This design comes from an exercise in tuning for a short achievable clock period and few clock cycles per item on the open sky130 flow, not from production work.
Function was checked by simulation only, so behaviour that the tests miss may differ from the original.
Power figures rest on the tool's default switching activity, not on a simulated workload.

Design rvfe_top, start of the top module:
module rvfe_top #(
    parameter fe_pkg::addr_t RST_PC = 64'h400000
) (
    input  logic        clk,
    input  logic        rst,
    output logic        icache_req,
    output logic [63:0] icache_addr,
    input  logic        icache_done,
    input  logic [63:0] icache_data,
    output logic        dec_valid,
    output logic [63:0] dec_pc,
    output logic [4:0]  dec_opcode,
    output logic [2:0]  dec_funct3,
    output logic [6:0]  dec_funct7,
    output logic [63:0] dec_imm,
    output logic [4:0]  dec_rs1,
    output logic [4:0]  dec_rs2,
    output logic [4:0]  dec_rd,
    output logic        dec_compressed,
    output logic        dec_illegal,
    input  logic        dec_ready
);
For scale: ~5,000 cells after synthesis, ~640 flip-flops, about 0.041 mm² of cells after synthesis.
==> module fe_rec, before the edit <==
module fe_rec (
    input  logic [32:0]      ent,
    output fe_pkg::decoded_t rec,
    output logic             sign       
);
    rv_isa_pkg::instr_t        ir;
    rv_isa_pkg::opcode_e       opc;
    rv_isa_pkg::instr_format_t fmt;
    fe_pkg::xword_t            imm;
    assign ir  = ent[31:0];
    assign opc = rv_isa_pkg::opcode_e'(ir[6:2]);
    always_comb begin
        fmt.i  = (opc == rv_isa_pkg::LOAD | opc == rv_isa_pkg::LOAD_FP | opc == rv_isa_pkg::MISC_MEM | opc == rv_isa_pkg::OP_IMM | opc == rv_isa_pkg::OP_IMM_32 | opc == rv_isa_pkg::JALR | opc == rv_isa_pkg::SYSTEM);
        fmt.u  = (opc == rv_isa_pkg::AUIPC | opc == rv_isa_pkg::LUI);
        fmt.s  = (opc == rv_isa_pkg::STORE | opc == rv_isa_pkg::STORE_FP);
        fmt.r  = (opc == rv_isa_pkg::AMO | opc == rv_isa_pkg::OP | opc == rv_isa_pkg::OP_32 | opc == rv_isa_pkg::OP_FP);
        fmt.r4 = (opc == rv_isa_pkg::MADD | opc == rv_isa_pkg::MSUB | opc == rv_isa_pkg::NMSUB | opc == rv_isa_pkg::NMADD);
        fmt.b  = opc == rv_isa_pkg::BRANCH;
        fmt.j  = opc == rv_isa_pkg::JAL;
    end
    always_comb begin
        imm = '0;
        if (fmt.i)
            imm = {{53{ir[31]}}, ir[30:20]};
        else if (fmt.u)
            imm = {{32{ir[31]}}, ir[31:12], 12'd0};
        else if (fmt.s)
            imm = {{53{ir[31]}}, ir[30:25], ir[11:7]};
        else if (fmt.b)
            imm = {{52{ir[31]}}, ir[7], ir[30:25], ir[11:8], 1'b0};
        else if (fmt.j)
            imm = {{44{ir[31]}}, ir[19:12], ir[20], ir[30:21], 1'b0};
    end
    assign sign           = ir[31] & (fmt.i | fmt.u | fmt.s | fmt.b | fmt.j);
    assign rec.valid      = 1'b1;
    assign rec.pc         = '0;   
    assign rec.opcode     = opc;
    assign rec.funct3     = ir[14:12];
    assign rec.funct7     = ir[31:25];
    assign rec.imm        = imm;
    assign rec.rs1        = (opc == rv_isa_pkg::SYSTEM && ir[14]) ? '0 :
                            (fmt.i | fmt.s | fmt.r | fmt.r4 | fmt.b) ? ir[19:15] : '0;
    assign rec.rs2        = (fmt.r | fmt.s | fmt.b) ? ir[24:20] : '0;
    assign rec.rd         = (fmt.i | fmt.u | fmt.r | fmt.r4 | fmt.j) ? ir[11:7] : '0;
    assign rec.compressed = ent[32];
    assign rec.illegal    = ir[1:0] != 2'b11;
endmodule
==> module fe_decode, before the edit <==
module fe_decode #(
    parameter fe_pkg::addr_t RST_PC = 64'h400000,
    parameter int            N      = 4
) (
    input  logic               clk,
    input  logic               rst,
    input  logic               emit,
    input  logic               x_valid,
    input  rv_isa_pkg::instr_t x_ir,
    input  logic               x_cmp,
    output logic               room,        
    output fe_pkg::decoded_t   dec,
    input  logic               dec_ready
);
    localparam int PW = (N > 2) ? 2 : 1;   
    logic [N-1:0][32:0]        fq;
    logic [PW-1:0]             wr_q;
    logic [N-1:0]              rd_oh;       
    logic [N-1:0]              rd1_oh;      
    logic [32:0]               ent0;
    logic [32:0]               ent1;
    logic [PW:0]               cnt_q;
    logic [PW:0]               cnt_n;
    logic [PW:0]               cnt_kx;      
    logic                      room_q;
    logic                      xfer;
    fe_pkg::decoded_t          rec0;        
    fe_pkg::decoded_t          rec1;        
    logic                      sign0;
    logic                      sign1;
    assign room  = room_q;
    assign xfer  = dec.valid & dec_ready;
    assign cnt_kx = cnt_q + {{PW{1'b0}}, x_valid};
    assign cnt_n  = xfer ? cnt_kx - 1'b1 : cnt_kx;
    always_comb begin
        ent0 = '0;
        ent1 = '0;
        for (int k = 0; k < N; k++) begin
            ent0 = ent0 | (fq[k] & {33{rd_oh[k]}});
            ent1 = ent1 | (fq[k] & {33{rd1_oh[k]}});
        end
    end
    fe_rec u_rec0 (
        .ent  (ent0),
        .rec  (rec0),
        .sign (sign0)
    );
    fe_rec u_rec1 (
        .ent  (ent1),
        .rec  (rec1),
        .sign (sign1)
    );
    always_ff @(posedge clk) begin
        if (rst) begin
            wr_q   <= '0;
            rd_oh  <= N'(1);
            rd1_oh <= N'(2);
            cnt_q  <= '0;
            room_q <= 1'b1;
        end else begin
            if (x_valid)
                wr_q <= (wr_q == PW'(N-1)) ? '0 : wr_q + 1'b1;
            if (xfer) begin
                rd_oh  <= rd1_oh;
                rd1_oh <= {rd1_oh[N-2:0], rd1_oh[N-1]};
            end
            cnt_q  <= cnt_n;
            room_q <= (cnt_n + {{PW{1'b0}}, emit}) < (PW+1)'(N);
        end
    end
    for (genvar k = 0; k < N; k++) begin : g_fifo
        always_ff @(posedge clk)
            if (x_valid && wr_q == PW'(k))
                fq[k] <= {x_cmp, x_ir};
    end
    fe_pc #(
        .RST_PC (RST_PC),
        .SH     (1),
        .LO     (7)
    ) u_pc (
        .clk  (clk),
        .rst  (rst),
        .en   (xfer),
        .step (dec.compressed ? 2'd1 : 2'd2),
        .q    (dec.pc)
    );
    always_ff @(posedge clk) begin
        if (rst)
            dec.valid <= 1'b0;
        else
            dec.valid <= xfer ? (cnt_q > (PW+1)'(1)) : (cnt_q != '0);
    end
    always_ff @(posedge clk) begin
        dec.opcode     <= xfer ? rec1.opcode     : rec0.opcode;
        dec.funct3     <= xfer ? rec1.funct3     : rec0.funct3;
        dec.funct7     <= xfer ? rec1.funct7     : rec0.funct7;
        dec.imm[47:0]  <= xfer ? rec1.imm[47:0]  : rec0.imm[47:0];
        dec.imm[63:48] <= {16{xfer ? sign1 : sign0}};
        dec.rs1        <= xfer ? rec1.rs1        : rec0.rs1;
        dec.rs2        <= xfer ? rec1.rs2        : rec0.rs2;
        dec.rd         <= xfer ? rec1.rd         : rec0.rd;
        dec.compressed <= xfer ? rec1.compressed : rec0.compressed;
        dec.illegal    <= xfer ? rec1.illegal    : rec0.illegal;
    end
endmodule
==> flow/config.mk <==
export PLATFORM = sky130hd
export DESIGN_NAME = rvfe_top
export DESIGN_NICKNAME = rvfe_top
export VERILOG_FILES = /design/flow/design.v
export SDC_FILE = /design/flow/constraint.sdc
export NUM_CORES = 4
export LEC_CHECK = 0
export CAP_MARGIN = 20
export CORE_MARGIN = 2
export CORE_UTILIZATION = 60
export PLACE_DENSITY = 0.75
export SETUP_SLACK_MARGIN = 4.8
export SLEW_MARGIN = 20
==> flow/constraint.sdc <==
create_clock -name core_clock -period 7.5 [get_ports {clk}]
set_input_delay 1.5000 -clock core_clock [delete_from_list [all_inputs] [get_ports {clk}]]
set_output_delay 1.5000 -clock core_clock [all_outputs]
set_load 0.01 [all_outputs]
standard.sh (not shown) runs the stock make flow with config.mk's settings and CLKGATE_MAP_FILE= SYNTH_SCRIPT=/design/flow/synth_recipe.tcl, a recipe that flattens the netlist after the stock synthesis.
==> flow/flow/run.sh <==
#!/bin/bash
# Standard ORFS layout, with two sizing choices changed: port buffers are
# sky130_fd_sc_hd__buf_4 (not the default delay-cell buffer) and the resizer
# may change a cell's footprint when it sizes it.
set -euo pipefail
bash standard.sh MATCH_CELL_FOOTPRINT=0 \
    "BUFFER_PORTS_ARGS=-buffer_cell sky130_fd_sc_hd__buf_4" \
    finish > standard_make.log 2>&1
Testbench counts at the start, summed over its fixed seeds: cycles 20,306, instrs 16,000.
==> next run, changes <==
--- a/flow/design.v
+++ b/flow/design.v
@@ -336,6 +336,5 @@
 module fe_rec (
     input  logic [32:0]      ent,
-    output fe_pkg::decoded_t rec,
-    output logic             sign       
+    output fe_pkg::decoded_t rec
 );
     rv_isa_pkg::instr_t        ir;
@@ -367,5 +366,4 @@
             imm = {{44{ir[31]}}, ir[19:12], ir[20], ir[30:21], 1'b0};
     end
-    assign sign           = ir[31] & (fmt.i | fmt.u | fmt.s | fmt.b | fmt.j);
     assign rec.valid      = 1'b1;
     assign rec.pc         = '0;   
@@ -404,15 +402,11 @@
     logic [PW:0]               cnt_q;
     logic [PW:0]               cnt_n;
-    logic [PW:0]               cnt_kx;      
     logic                      room_q;
     logic                      xfer;
     fe_pkg::decoded_t          rec0;        
     fe_pkg::decoded_t          rec1;        
-    logic                      sign0;
-    logic                      sign1;
     assign room  = room_q;
     assign xfer  = dec.valid & dec_ready;
-    assign cnt_kx = cnt_q + {{PW{1'b0}}, x_valid};
-    assign cnt_n  = xfer ? cnt_kx - 1'b1 : cnt_kx;
+    assign cnt_n = cnt_q + {{PW{1'b0}}, x_valid} - {{PW{1'b0}}, xfer};
     always_comb begin
         ent0 = '0;
@@ -424,12 +418,10 @@
     end
     fe_rec u_rec0 (
-        .ent  (ent0),
-        .rec  (rec0),
-        .sign (sign0)
+        .ent (ent0),
+        .rec (rec0)
     );
     fe_rec u_rec1 (
-        .ent  (ent1),
-        .rec  (rec1),
-        .sign (sign1)
+        .ent (ent1),
+        .rec (rec1)
     );
     always_ff @(posedge clk) begin
@@ -477,6 +469,5 @@
         dec.funct3     <= xfer ? rec1.funct3     : rec0.funct3;
         dec.funct7     <= xfer ? rec1.funct7     : rec0.funct7;
-        dec.imm[47:0]  <= xfer ? rec1.imm[47:0]  : rec0.imm[47:0];
-        dec.imm[63:48] <= {16{xfer ? sign1 : sign0}};
+        dec.imm        <= xfer ? rec1.imm        : rec0.imm;
         dec.rs1        <= xfer ? rec1.rs1        : rec0.rs1;
         dec.rs2        <= xfer ? rec1.rs2        : rec0.rs2;
What happened: The new run passed the timing, DRC and antenna checks; global-route usage went up by 0.90 points; routed wire length climbs by 0.75%; setup slack got worse by 0.082 ns; first-iteration DRC count is lower by 6.2%; total power climbs by 12%; sequential cell count is lower by 1; count of clock-buffer cells in the layout fell by 9; sequential power went up by 4.2%; critical path depth is unchanged; register-to-register slack gains 0.03 ns; cell area is about the same; combinational power grows by 28%.
Testbench counts after the change, summed over its fixed seeds: cycles 20,306, instrs 16,000.

[afterwards: timing with drivers on the ports]
The flow's constraints put no driver on any port. The routed layouts listed below were extracted and timed again, unchanged, in two steps.
Step 1 sets driving cells, clkbuf_16 on the clock port and buf_2 on the other inputs (assumed; they add their load-dependent delay and slew).
Step 2 also shifts input and output timing later by t, the mid clock arrival at the registers, as if the neighbouring blocks saw the same clock.
a / b / c = ideal ports / drivers / drivers and shift; a / b = the first two.
run | shift t [ns] | setup slack, ns | latest minus earliest clock arrival (ns)
the first run | 0.685 | 4.757 / 4.686 / 4.115 | 0.025 / 0.025
the second run | 0.705 | 4.675 / 4.599 / 4.092 | 0.023 / 0.024
After both steps setup and hold are still met in every run listed. The setup slack of the first run, which loses most, moves by -0.071 ns with the drivers and by -0.642 ns with both steps.
